From an optimization exercise on the open Yosys and OpenROAD flow, aimed at small area, a short achievable clock period and few clock cycles per item; shortcuts taken in it are not production practice. Where RTL was checked, it was by simulation tests only, not by an equivalence proof against the original. Power and IR drop assume default switching activity.

// message_field_filter_core
module message_field_filter_core
(
    input  logic        clk,
    input  logic        rst_n,
    input  logic        cfg_we,
    input  logic [2:0]  cfg_index,
    input  logic [63:0] cfg_data,
    input  logic        in_valid,
    output logic        in_stall,
    input  logic [7:0]  data_byte,
    input  logic        last_byte,
    output logic        out_valid,
    input  logic        out_stall,
    output logic        matched,
    output logic [15:0] slice_start,
    output logic [15:0] slice_length,
    output logic [15:0] message_size,
    output logic        size_overflow
);
make LEC_CHECK=0 CAP_MARGIN=20 CORE_MARGIN=2 CORE_UTILIZATION=40 SLEW_MARGIN=20 finish   # period 8.5 ns
run.sh (not shown) runs the stock make flow with config.mk's settings and CLKGATE_MAP_FILE= SYNTH_SCRIPT=/design/flow/synth_recipe.tcl, a recipe that flattens the netlist after the stock synthesis.
==> next run, changes <==
SETUP_SLACK_MARGIN = 5   (was not set)
=> Clock-buffer cell count goes up by 2; worst hold slack improves by 0.017 ns; power increases by 3.5%; core utilization is higher by 2.1 points; design area is higher by 4.2%; die area stays the same; critical path depth rose by 4; combinational power is higher by about 10%; area after synthesis does not change.
No functional check of the RTL was part of any run of this note.


Another version of the RTL of message_field_filter_core (not shown whole).
Size in the first run: ~1,000 cells after synthesis, roughly 310 flip-flops, ~130 I/O pins, about 14,000 sq um of cells after synthesis.
export LEC_CHECK = 0
export CAP_MARGIN = 20
export CORE_MARGIN = 2
export CORE_UTILIZATION = 40
export CTS_CLUSTER_DIAMETER = 80
export CTS_CLUSTER_SIZE = 24
export SLEW_MARGIN = 20
create_clock -name core_clock -period 8.5 [get_ports {clk}]
standard.sh (not shown) runs the stock make flow with config.mk's settings and CLKGATE_MAP_FILE= SYNTH_SCRIPT=/design/flow/synth_recipe.tcl, a recipe that flattens the netlist after the stock synthesis.
==> flow/flow/run.sh <==
#!/bin/bash
set -euo pipefail
export BUFFER_PORTS_ARGS="-buffer_cell sky130_fd_sc_hd__buf_2"
export SETUP_SLACK_MARGIN=6
bash standard.sh > flow_make.log 2>&1
Change:
==> flow/flow/run.sh (replaced) <==
#!/bin/bash
set -euo pipefail
export BUFFER_PORTS_ARGS="-buffer_cell sky130_fd_sc_hd__buf_2"
export SETUP_SLACK_MARGIN=5.6
bash standard.sh > flow_make.log 2>&1
The changed run passed the timing, DRC and antenna checks; global-route usage falls by 0.18 points; combinational power barely changes; area after synthesis stays the same; utilization went down by 0.49 points; fmax is lower by about 4.6%; clock power rose by about 2%; critical path depth rose by 1; power fell by about 0.46%; cell area went down by 1.0%.
Function was not checked in any run of this note: the RTL went through the layout flow alone.


build 34:
message_field_filter_core, a different RTL version from the one above (not shown whole).
Size in the first run: roughly 890 cells after synthesis, roughly 300 flip-flops, roughly 13000 um2 of cells after synthesis.
Settings: LEC_CHECK=0, CAP_MARGIN=20, CORE_MARGIN=2, CORE_UTILIZATION=50, CTS_BUF_LIST=sky130_fd_sc_hd__clkbuf_8 sky130_fd_sc_hd__clkbuf_16, CTS_CLUSTER_DIAMETER=80, CTS_CLUSTER_SIZE=24, SLEW_MARGIN=20; clock period 8.5 ns.
==> flow/flow/run.sh <==
#!/bin/bash
set -euo pipefail
export BUFFER_PORTS_ARGS="-buffer_cell sky130_fd_sc_hd__buf_1"
export SETUP_SLACK_MARGIN=5.8
bash standard.sh > flow_make.log 2>&1
Testbench counts of build 34, summed over its fixed seeds: cycles 31,637, items 2,400.
Here is what was changed in the inputs of build 79 compared with build 34.
==> flow/flow/run.sh <==
#!/bin/bash
set -euo pipefail
export BUFFER_PORTS_ARGS="-buffer_cell sky130_fd_sc_hd__buf_2"
export SETUP_SLACK_MARGIN=5.74
bash standard.sh > flow_make.log 2>&1
--- a/flow/config.mk
+++ b/flow/config.mk
@@ -8,6 +8,5 @@
 export CAP_MARGIN = 20
 export CORE_MARGIN = 2
-export CORE_UTILIZATION = 50
-export CTS_BUF_LIST = sky130_fd_sc_hd__clkbuf_8 sky130_fd_sc_hd__clkbuf_16
+export CORE_UTILIZATION = 40
 export CTS_CLUSTER_DIAMETER = 80
 export CTS_CLUSTER_SIZE = 24
Notes after the runs:
In summary, build 79 completed successfully, with a layout that passed the timing, DRC and antenna checks. The total number of multi-input combinational cells on build 79 is in line with that on build 34. Multi-input gate area in the final layout was higher in the run labelled build 34. The run with more routed wire is build 79, not build 34. Share of the clock period used by the worst path in build 79 is 0.25 points higher than in build 34.
Input changes introduced in build 38 (baseline for comparison: build 79):
==> flow/flow/run.sh <==
#!/bin/bash
set -euo pipefail
export BUFFER_PORTS_ARGS="-buffer_cell sky130_fd_sc_hd__buf_1"
export SETUP_SLACK_MARGIN=5.8
bash standard.sh > flow_make.log 2>&1
--- a/flow/config.mk
+++ b/flow/config.mk
@@ -8,6 +8,7 @@
 export CAP_MARGIN = 20
 export CORE_MARGIN = 2
-export CORE_UTILIZATION = 40
+export CORE_UTILIZATION = 50
 export CTS_CLUSTER_DIAMETER = 80
 export CTS_CLUSTER_SIZE = 24
+export PLACE_DENSITY = 0.7
 export SLEW_MARGIN = 20
### Flow results
Setup slack on the worst flop-to-flop path in build 38 vs build 79: down 20 ps
Total CTS buffers: build 79 and build 38 compared, higher one is build 79
The higher final cycle utilization of the critical path came out of build 79.
In build 38, clock period minus final worst setup slack is lower than in build 79.
Build 38 vs. build 79: non-clock buffer count went up by 8.
Least setup slack across all paths after layout is higher on build 38
Between build 79 and build 38, the post-detailed-routing wire length is higher for build 79.
Comparing build 38 against build 79, there is no change at all in pin count of the biggest net entering global routing.
[inputs] build 74 vs build 38
==> flow/flow/run.sh <==
#!/bin/bash
set -euo pipefail
export BUFFER_PORTS_ARGS="-buffer_cell sky130_fd_sc_hd__buf_2"
export SETUP_SLACK_MARGIN=5.8
bash standard.sh > flow_make.log 2>&1
--- a/flow/config.mk
+++ b/flow/config.mk
@@ -11,4 +11,3 @@
 export CTS_CLUSTER_DIAMETER = 80
 export CTS_CLUSTER_SIZE = 24
-export PLACE_DENSITY = 0.7
 export SLEW_MARGIN = 20
### Flow results
The total power number comes out higher for build 38 vs build 74.
Post-detailed-placement half-perimeter wirelength for build 74 is higher than for build 38.
Layout overhead on the synthesized area was higher in build 74 than in build 38.
The clock network contribution to total cell area in build 74 was lower than what build 38 gave.
Summary of the comparison: setup fix buffers added after clock tree synthesis is higher in build 74, relative to build 38.
For core utilization of the finished layout, build 38 and build 74 come out practically identical.
Build 74 vs. build 38: reported max-cap violation count saw little to no change; sequential share of layout area comparable; clock power went down by 5.8%.

==> what the ideal ports hide <==
The flow's constraints put no driver on any port. The routed layouts listed below were extracted and timed again, unchanged, in two steps.
Step 1 assumes that a clkbuf_16 drives the clock port and a buf_2 every other input.
Step 2 moves the port delays by t, midway between the first and last clock arrival at a register: inputs arrive t later, outputs are due t later. That takes back most of the time a late clock gives input paths.
a / b / c = no drivers / after step 1 / after step 2; a / b = the first two.
run	t (ns)	setup slack, ns	clock arrival spread, ns	slew at the worst register clock pin (ns)	worst data-port slew with drivers (ns)
the first run of note 1	0.591	3.553 / 3.510 / 4.101	0.010 / 0.010	0.06 / 0.06	0.04
the second run of note 1	0.583	4.585 / 4.539 / 4.835	0.025 / 0.025	0.06 / 0.06	0.04
the first run of note 2	0.569	5.640 / 5.640 / 5.515	0.034 / 0.034	0.10 / 0.10	0.05
the second run of note 2	0.564	5.501 / 5.501 / 5.375	0.018 / 0.018	0.10 / 0.10	0.05
build 34	0.548	5.758 / 5.709 / 5.439	0.026 / 0.027	0.09 / 0.09	0.07
build 79	0.562	5.737 / 5.685 / 5.394	0.027 / 0.027	0.10 / 0.10	0.05
build 38	0.558	5.754 / 5.707 / 5.438	0.016 / 0.015	0.09 / 0.09	0.04
build 74	0.544	5.749 / 5.701 / 5.359	0.019 / 0.019	0.10 / 0.10	0.04
After both steps every run listed still meets setup and hold. The setup slack of build 74, which loses most, moves by -0.048 ns with the drivers and by -0.390 ns with both steps.
